From an optimization exercise on the open Yosys and OpenROAD flow, aimed at small area, a short achievable clock period and few clock cycles per item; shortcuts taken in it are not production practice.
Where RTL was checked, it was by simulation tests only, not by an equivalence proof against the original.
Power is estimated from default activity; no workload was simulated.

==> run a: inputs <==
==> flow/design.v <==
module data_mem_ctrl #(
   parameter int ADDR_WIDTH = 6
) (
   input  logic        clk,
   input  logic        reset_n,
   input  logic        req_valid,
   output logic        req_ready,
   input  logic        req_we,
   input  logic [2:0]  req_funct3,
   input  logic [31:0] req_addr,
   input  logic [31:0] req_wdata,
   output logic        rsp_valid,
   input  logic        rsp_ready,
   output logic [31:0] rsp_rdata,
   output logic        rsp_err
);
   localparam int DEPTH = 1 << ADDR_WIDTH;
   logic [31:0] mem [DEPTH];
   logic                  req_fire;
   logic                  f3_legal;
   logic                  misaligned;
   logic                  out_of_range;
   logic                  acc_err;
   logic [ADDR_WIDTH-1:0] word_idx;
   logic [31:0]           wr_data;
   logic [3:0]            wr_be;
   logic                  mem_we;
   assign req_fire = req_valid && req_ready;
   assign word_idx = req_addr[ADDR_WIDTH+1:2];
   always_comb begin
      out_of_range = |req_addr[31:ADDR_WIDTH+2];
      if (req_we) begin
         f3_legal = (req_funct3 == 3'b000) || (req_funct3 == 3'b001) ||
                    (req_funct3 == 3'b010);
      end else begin
         f3_legal = (req_funct3 == 3'b000) || (req_funct3 == 3'b001) ||
                    (req_funct3 == 3'b010) || (req_funct3 == 3'b100) ||
                    (req_funct3 == 3'b101);
      end
      case (req_funct3[1:0])
         2'b01:   misaligned = req_addr[0];
         2'b10:   misaligned = |req_addr[1:0];
         default: misaligned = 1'b0;
      endcase
      acc_err = !f3_legal || misaligned || out_of_range;
   end
   always_comb begin
      case (req_funct3[1:0])
         2'b00: begin
            wr_data = {4{req_wdata[7:0]}};
            wr_be   = 4'b0001 << req_addr[1:0];
         end
         2'b01: begin
            wr_data = {2{req_wdata[15:0]}};
            wr_be   = req_addr[1] ? 4'b1100 : 4'b0011;
         end
         default: begin
            wr_data = req_wdata;
            wr_be   = 4'b1111;
         end
      endcase
      mem_we = req_fire && req_we && !acc_err;
   end
   always_ff @(posedge clk) begin
      if (mem_we) begin
         for (int i = 0; i < 4; i++) begin
            if (wr_be[i]) begin
               mem[word_idx][8*i +: 8] <= wr_data[8*i +: 8];
            end
         end
      end
   end
   logic        s1_v, s2_v, hd_v, sk_v;
   logic        s1_go, s2_go, hd_free;
   logic        s1_v_d, s2_v_d, hd_v_d, sk_v_d;
   logic        rsp_fire;
   logic             s1_ld;        
   logic             s1_err;
   logic [2:0]       s1_f3;
   logic [1:0]       s1_off;
   logic [DEPTH-1:0] s1_sel;
   logic [31:0]      rd_word;
   always_comb begin
      rd_word = 32'd0;
      for (int w = 0; w < DEPTH; w++) begin
         rd_word = rd_word | (mem[w] & {32{s1_sel[w]}});
      end
   end
   logic        s2_ld;
   logic        s2_err;
   logic [2:0]  s2_f3;
   logic [1:0]  s2_off;
   logic [31:0] s2_word;
   logic [15:0] ld_half;
   logic [31:0] ld_data;
   logic [31:0] s2_rdata;
   always_comb begin
      ld_half = 16'(s2_word >> {s2_off, 3'b000});
      case (s2_f3)
         3'b000:  ld_data = {{24{ld_half[7]}}, ld_half[7:0]};
         3'b001:  ld_data = {{16{ld_half[15]}}, ld_half};
         3'b010:  ld_data = s2_word;
         3'b100:  ld_data = {24'd0, ld_half[7:0]};
         3'b101:  ld_data = {16'd0, ld_half};
         default: ld_data = 32'd0;
      endcase
      s2_rdata = s2_ld ? ld_data : 32'd0;
   end
   logic [31:0] hd_rdata, sk_rdata;
   logic        hd_err, sk_err;
   assign rsp_fire = hd_v && rsp_ready;
   assign hd_free  = !hd_v || rsp_ready;
   assign s2_go    = s2_v && (hd_free || !sk_v);
   assign s1_go    = s1_v && (!s2_v || s2_go);
   always_comb begin
      s1_v_d = req_fire || (s1_v && !s1_go);
      s2_v_d = s1_go || (s2_v && !s2_go);
      if (hd_free) begin
         hd_v_d = sk_v || s2_v;
         sk_v_d = sk_v && s2_v;
      end else begin
         hd_v_d = 1'b1;
         sk_v_d = sk_v || s2_v;
      end
   end
   always_ff @(posedge clk or negedge reset_n) begin
      if (!reset_n) begin
         s1_v      <= 1'b0;
         s2_v      <= 1'b0;
         hd_v      <= 1'b0;
         sk_v      <= 1'b0;
         req_ready <= 1'b0;
      end else begin
         s1_v      <= s1_v_d;
         s2_v      <= s2_v_d;
         hd_v      <= hd_v_d;
         sk_v      <= sk_v_d;
         req_ready <= !(s1_v_d && s2_v_d && hd_v_d && sk_v_d);
      end
   end
   always_ff @(posedge clk) begin
      if (req_fire) begin
         s1_ld  <= !req_we && !acc_err;
         s1_err <= acc_err;
         s1_f3  <= req_funct3;
         s1_off <= req_addr[1:0];
         for (int w = 0; w < DEPTH; w++) begin
            s1_sel[w] <= (word_idx == ADDR_WIDTH'(w));
         end
      end
      if (s1_go) begin
         s2_ld   <= s1_ld;
         s2_err  <= s1_err;
         s2_f3   <= s1_f3;
         s2_off  <= s1_off;
         s2_word <= rd_word;
      end
      if (hd_free) begin
         if (sk_v) begin
            hd_rdata <= sk_rdata;
            hd_err   <= sk_err;
         end else begin
            hd_rdata <= s2_rdata;
            hd_err   <= s2_err;
         end
      end
      if (hd_free ? sk_v : !sk_v) begin
         sk_rdata <= s2_rdata;
         sk_err   <= s2_err;
      end
   end
   assign rsp_valid = hd_v;
   assign rsp_rdata = hd_rdata;
   assign rsp_err   = hd_err;
endmodule
==> flow/run.sh <==
#!/bin/bash
# synth_recipe.tcl (not shown) runs the flow's synth.tcl, then flattens the netlist and writes it again
# the make line also repeats each setting of config.mk as NAME=value (left out here)
make -C /OpenROAD-flow-scripts/flow DESIGN_CONFIG=/design/flow/config.mk WORK_HOME=/design/flow/orfs CLKGATE_MAP_FILE= SYNTH_SCRIPT=/design/flow/synth_recipe.tcl finish
==> flow/config.mk <==
export PLATFORM = sky130hd
export DESIGN_NAME = data_mem_ctrl
export DESIGN_NICKNAME = data_mem_ctrl
export VERILOG_FILES = /design/flow/design.v
export SDC_FILE = /design/flow/constraint.sdc
export NUM_CORES = 4
export LEC_CHECK = 0
export ABC_CLOCK_PERIOD_IN_PS = 2400
export CAP_MARGIN = 20
export CORE_MARGIN = 2
export CORE_UTILIZATION = 55
export SETUP_SLACK_MARGIN = 2.6
export SLEW_MARGIN = 20
==> flow/constraint.sdc <==
create_clock -name core_clock -period 5.0 [get_ports {clk}]
set_input_delay 1.0000 -clock core_clock [delete_from_list [all_inputs] [get_ports {clk}]]
set_output_delay 1.0000 -clock core_clock [all_outputs]
set_load 0.01 [all_outputs]
==> inputs of run b, as changes to run a <==
==> flow/design.v, changed modules only <==
module data_mem_ctrl #(
   parameter int ADDR_WIDTH = 6
) (
   input  logic        clk,
   input  logic        reset_n,
   input  logic        req_valid,
   output logic        req_ready,
   input  logic        req_we,
   input  logic [2:0]  req_funct3,
   input  logic [31:0] req_addr,
   input  logic [31:0] req_wdata,
   output logic        rsp_valid,
   input  logic        rsp_ready,
   output logic [31:0] rsp_rdata,
   output logic        rsp_err
);
   localparam int DEPTH = 1 << ADDR_WIDTH;
   logic [31:0] mem [DEPTH];
   logic                  req_fire;
   logic                  f3_legal;
   logic                  misaligned;
   logic                  out_of_range;
   logic                  acc_err;
   logic [ADDR_WIDTH-1:0] word_idx;
   logic [31:0]           wr_data;
   logic [3:0]            wr_be;
   logic                  mem_we;
   assign req_fire = req_valid && req_ready;
   assign word_idx = req_addr[ADDR_WIDTH+1:2];
   always_comb begin
      out_of_range = |req_addr[31:ADDR_WIDTH+2];
      if (req_we) begin
         f3_legal = (req_funct3 == 3'b000) || (req_funct3 == 3'b001) ||
                    (req_funct3 == 3'b010);
      end else begin
         f3_legal = (req_funct3 == 3'b000) || (req_funct3 == 3'b001) ||
                    (req_funct3 == 3'b010) || (req_funct3 == 3'b100) ||
                    (req_funct3 == 3'b101);
      end
      case (req_funct3[1:0])
         2'b01:   misaligned = req_addr[0];
         2'b10:   misaligned = |req_addr[1:0];
         default: misaligned = 1'b0;
      endcase
      acc_err = !f3_legal || misaligned || out_of_range;
   end
   always_comb begin
      case (req_funct3[1:0])
         2'b00: begin
            wr_data = {4{req_wdata[7:0]}};
            wr_be   = 4'b0001 << req_addr[1:0];
         end
         2'b01: begin
            wr_data = {2{req_wdata[15:0]}};
            wr_be   = req_addr[1] ? 4'b1100 : 4'b0011;
         end
         default: begin
            wr_data = req_wdata;
            wr_be   = 4'b1111;
         end
      endcase
      mem_we = req_we && !acc_err;
   end
   logic [3:0]       s1_lane;
   logic [31:0]      s1_wdata;
   logic [DEPTH-1:0] s1_sel;
   logic [7:0] mem_d [DEPTH][4];
   for (genvar w = 0; w < DEPTH; w++) begin : g_word
      for (genvar i = 0; i < 4; i++) begin : g_lane
         logic we, we_n;
         assign we   = s1_sel[w] && s1_lane[i];
         assign we_n = !we;
         for (genvar b = 0; b < 8; b++) begin : g_bit
            dmem_bit_next u_next (
               .we   (we),
               .we_n (we_n),
               .wd   (s1_wdata[8*i+b]),
               .q    (mem[w][8*i+b]),
               .d    (mem_d[w][i][b])
            );
         end
      end
   end
   always_ff @(posedge clk) begin
      for (int w = 0; w < DEPTH; w++) begin
         for (int i = 0; i < 4; i++) begin
            mem[w][8*i +: 8] <= mem_d[w][i];
         end
      end
   end
   logic        s1_v, s2_v, hd_v, sk_v;
   logic        s1_go, s2_go, hd_free;
   logic        s1_v_d, s2_v_d, hd_v_d, sk_v_d;
   logic        rsp_fire;
   logic             s1_ld;        
   logic             s1_err;
   logic [2:0]       s1_f3;
   logic [1:0]       s1_off;
   localparam int EIGHTH = DEPTH / 8;
   logic [31:0]      rd_part [8];
   logic [31:0]      rd_pair_n [4];
   logic [31:0]      rd_lo, rd_hi;
   always_comb begin
      for (int k = 0; k < 8; k++) begin
         rd_part[k] = 32'd0;
         for (int w = 0; w < EIGHTH; w++) begin
            rd_part[k] = rd_part[k] | (mem[k*EIGHTH+w] & {32{s1_sel[k*EIGHTH+w]}});
         end
      end
   end
   for (genvar k = 0; k < 4; k++) begin : g_pair
      dmem_nor2 u_nor (.a(rd_part[2*k]), .b(rd_part[2*k+1]), .y(rd_pair_n[k]));
   end
   dmem_nand2 u_lo (.a(rd_pair_n[0]), .b(rd_pair_n[1]), .y(rd_lo));
   dmem_nand2 u_hi (.a(rd_pair_n[2]), .b(rd_pair_n[3]), .y(rd_hi));
   logic        s2_ld;
   logic        s2_err;
   logic [2:0]  s2_f3;
   logic [1:0]  s2_off;
   logic [31:0] s2_lo, s2_hi;
   logic [31:0] s2_word;
   logic [15:0] ld_half;
   logic [31:0] ld_data;
   logic [31:0] s2_rdata;
   always_comb begin
      s2_word = s2_lo | s2_hi;
      ld_half = 16'(s2_word >> {s2_off, 3'b000});
      case (s2_f3)
         3'b000:  ld_data = {{24{ld_half[7]}}, ld_half[7:0]};
         3'b001:  ld_data = {{16{ld_half[15]}}, ld_half};
         3'b010:  ld_data = s2_word;
         3'b100:  ld_data = {24'd0, ld_half[7:0]};
         3'b101:  ld_data = {16'd0, ld_half};
         default: ld_data = 32'd0;
      endcase
      s2_rdata = s2_ld ? ld_data : 32'd0;
   end
   logic [31:0] hd_rdata, sk_rdata;
   logic        hd_err, sk_err;
   assign rsp_fire = hd_v && rsp_ready;
   assign hd_free  = !hd_v || rsp_ready;
   assign s2_go    = s2_v && (hd_free || !sk_v);
   assign s1_go    = s1_v && (!s2_v || s2_go);
   always_comb begin
      s1_v_d = req_fire || (s1_v && !s1_go);
      s2_v_d = s1_go || (s2_v && !s2_go);
      if (hd_free) begin
         hd_v_d = sk_v || s2_v;
         sk_v_d = sk_v && s2_v;
      end else begin
         hd_v_d = 1'b1;
         sk_v_d = sk_v || s2_v;
      end
   end
   always_ff @(posedge clk or negedge reset_n) begin
      if (!reset_n) begin
         s1_v      <= 1'b0;
         s1_lane   <= 4'd0;
         s2_v      <= 1'b0;
         hd_v      <= 1'b0;
         sk_v      <= 1'b0;
         req_ready <= 1'b0;
      end else begin
         s1_v      <= s1_v_d;
         if (req_fire) begin
            s1_lane <= mem_we ? wr_be : 4'd0;
         end else if (s1_go || !s1_v) begin
            s1_lane <= 4'd0;
         end
         s2_v      <= s2_v_d;
         hd_v      <= hd_v_d;
         sk_v      <= sk_v_d;
         req_ready <= !(s1_v_d && s2_v_d && hd_v_d && sk_v_d);
      end
   end
   always_ff @(posedge clk) begin
      if (req_fire) begin
         s1_ld  <= !req_we && !acc_err;
         s1_err <= acc_err;
         s1_f3  <= req_funct3;
         s1_off <= req_addr[1:0];
         s1_wdata <= wr_data;
         for (int w = 0; w < DEPTH; w++) begin
            s1_sel[w] <= (word_idx == ADDR_WIDTH'(w));
         end
      end
      if (s1_go) begin
         s2_ld   <= s1_ld;
         s2_err  <= s1_err;
         s2_f3   <= s1_f3;
         s2_off  <= s1_off;
         s2_lo   <= rd_lo;
         s2_hi   <= rd_hi;
      end
      hd_rdata <= ({32{hd_free &&  sk_v}} & sk_rdata) |
                  ({32{hd_free && !sk_v}} & s2_rdata) |
                  ({32{!hd_free}}         & hd_rdata);
      hd_err   <= (hd_free &&  sk_v && sk_err) ||
                  (hd_free && !sk_v && s2_err) ||
                  (!hd_free && hd_err);
      if (hd_free ? sk_v : !sk_v) begin
         sk_rdata <= s2_rdata;
         sk_err   <= s2_err;
      end
   end
   assign rsp_valid = hd_v;
   assign rsp_rdata = hd_rdata;
   assign rsp_err   = hd_err;
endmodule
module dmem_bit_next (
   input  logic we,
   input  logic we_n,
   input  logic wd,
   input  logic q,
   output logic d
);
   assign d = (we & wd) | (we_n & q);
endmodule
module dmem_nor2 (
   input  logic [31:0] a,
   input  logic [31:0] b,
   output logic [31:0] y
);
   assign y = ~(a | b);
endmodule
module dmem_nand2 (
   input  logic [31:0] a,
   input  logic [31:0] b,
   output logic [31:0] y
);
   assign y = ~(a & b);
endmodule
--- a/flow/config.mk
+++ b/flow/config.mk
@@ -7,7 +7,10 @@
 export LEC_CHECK = 0
-export ABC_CLOCK_PERIOD_IN_PS = 2400
 export CAP_MARGIN = 20
 export CORE_MARGIN = 2
-export CORE_UTILIZATION = 55
-export SETUP_SLACK_MARGIN = 2.6
+export CORE_UTILIZATION = 65
+export CTS_CLUSTER_DIAMETER = 80
+export CTS_CLUSTER_SIZE = 25
+export SETUP_SLACK_MARGIN = 2.8
 export SLEW_MARGIN = 20
+export SYNTH_HIERARCHICAL = 1
+export SYNTH_MINIMUM_KEEP_SIZE = 0
==> inputs of run c, as changes to run a <==
--- a/flow/design.v
+++ b/flow/design.v
@@ -61,9 +61,15 @@
       endcase
-      mem_we = req_fire && req_we && !acc_err;
+      mem_we = req_we && !acc_err;
    end
+   logic             s1_we;        
+   logic [3:0]       s1_be;
+   logic [31:0]      s1_wdata;
+   logic [DEPTH-1:0] s1_sel;
    always_ff @(posedge clk) begin
-      if (mem_we) begin
-         for (int i = 0; i < 4; i++) begin
-            if (wr_be[i]) begin
-               mem[word_idx][8*i +: 8] <= wr_data[8*i +: 8];
+      for (int w = 0; w < DEPTH; w++) begin
+         if (s1_v && s1_we && s1_sel[w]) begin
+            for (int i = 0; i < 4; i++) begin
+               if (s1_be[i]) begin
+                  mem[w][8*i +: 8] <= s1_wdata[8*i +: 8];
+               end
             end
@@ -80,3 +86,2 @@
    logic [1:0]       s1_off;
-   logic [DEPTH-1:0] s1_sel;
    logic [31:0]      rd_word;
@@ -146,2 +151,5 @@
          s1_off <= req_addr[1:0];
+         s1_we  <= mem_we;
+         s1_be  <= wr_be;
+         s1_wdata <= wr_data;
          for (int w = 0; w < DEPTH; w++) begin
--- a/flow/config.mk
+++ b/flow/config.mk
@@ -7,3 +7,2 @@
 export LEC_CHECK = 0
-export ABC_CLOCK_PERIOD_IN_PS = 2400
 export CAP_MARGIN = 20
@@ -11,2 +10,4 @@
 export CORE_UTILIZATION = 55
+export CTS_CLUSTER_DIAMETER = 80
+export CTS_CLUSTER_SIZE = 25
 export SETUP_SLACK_MARGIN = 2.6
==> qor summary <==
| item | run c | run a | run b |
|---|---|---|---|
| Starting density of the core | 0.553 | 0.555 | 0.652 |
| Area fraction in compound gates after synthesis | 0.115 | 0.118 | 0.328 |
| Fraction of met1 tracks used by global routing | 0.562 | 0.611 | 0.572 |
| Logic power comb | 6.38 mW | 5.59 mW | 3.88 mW |
| Post-Layout Cell Count | 6833 | 7423 | 8927 |
| Total standard cell area after synthesis | 83800 um^2 | 82200 um^2 | 81700 um^2 |
| Violation count after the first detailed-route iteration | 9572 | 12307 | 9341 |
| Psw | 11.0 mW | 11.3 mW | 9.18 mW |
| CP peak stage delay | 570 ps | 560 ps | 450 ps |
| Syn avg cell area | 19.1 um^2 | 18.7 um^2 | 11.5 um^2 |
| Total Routing Usage GR | 0.406 | 0.473 | 0.397 |
| Core outline area | 152000 um^2 | 148000 um^2 | 125000 um^2 |
| Detailed-routed wire length on met2 | 141000 um | 149000 um | 111000 um |
| Run status | timing/DRC/antenna clean | timing/DRC/antenna clean | timing/DRC/antenna clean |
Testbench counts of run b, summed over its fixed seeds: cycles 12,024, items 12,000.
Testbench counts of run c, summed over its fixed seeds: cycles 12,024, items 12,000.
For run a, only the layout was checked, not whether the RTL still works.

## port drivers added, routing unchanged
The results above use ideal ports. As a check the final layouts listed here were re-extracted and re-timed, cells and wires unchanged.
Step 1 (the two cells are an assumption about what drives the block):
set clk [get_ports {clk}]
set_driving_cell -lib_cell sky130_fd_sc_hd__clkbuf_16 $clk
set_driving_cell -lib_cell sky130_fd_sc_hd__buf_2 [delete_from_list [all_inputs] $clk]
Step 2 moves the port delays by t, midway between the first and last clock arrival at a register: inputs arrive t later, outputs are due t later. That takes back most of the time a late clock gives input paths.
a / b / c = ideal ports / drivers / drivers and shift; a / b = the first two.
| run | t, ns | slack for setup (ns) | hold WS [ns] | worst slew at a driven data input, ns |
|---|---|---|---|---|
| run a | 0.945 | 2.135 / 2.181 / 1.236 | 0.368 / 0.309 / 0.419 | 0.09 |
| run b | 0.839 | 2.651 / 2.562 / 2.088 | 0.454 / 0.441 / 0.454 | 0.24 |
| run c | 0.859 | 2.352 / 2.352 / 1.848 | 0.422 / 0.371 / 0.428 | 0.08 |
After both steps setup and hold are still met in every run listed. For run a, which loses most, drivers alone change the setup slack by +0.046 ns; drivers and shift together by -0.899 ns.
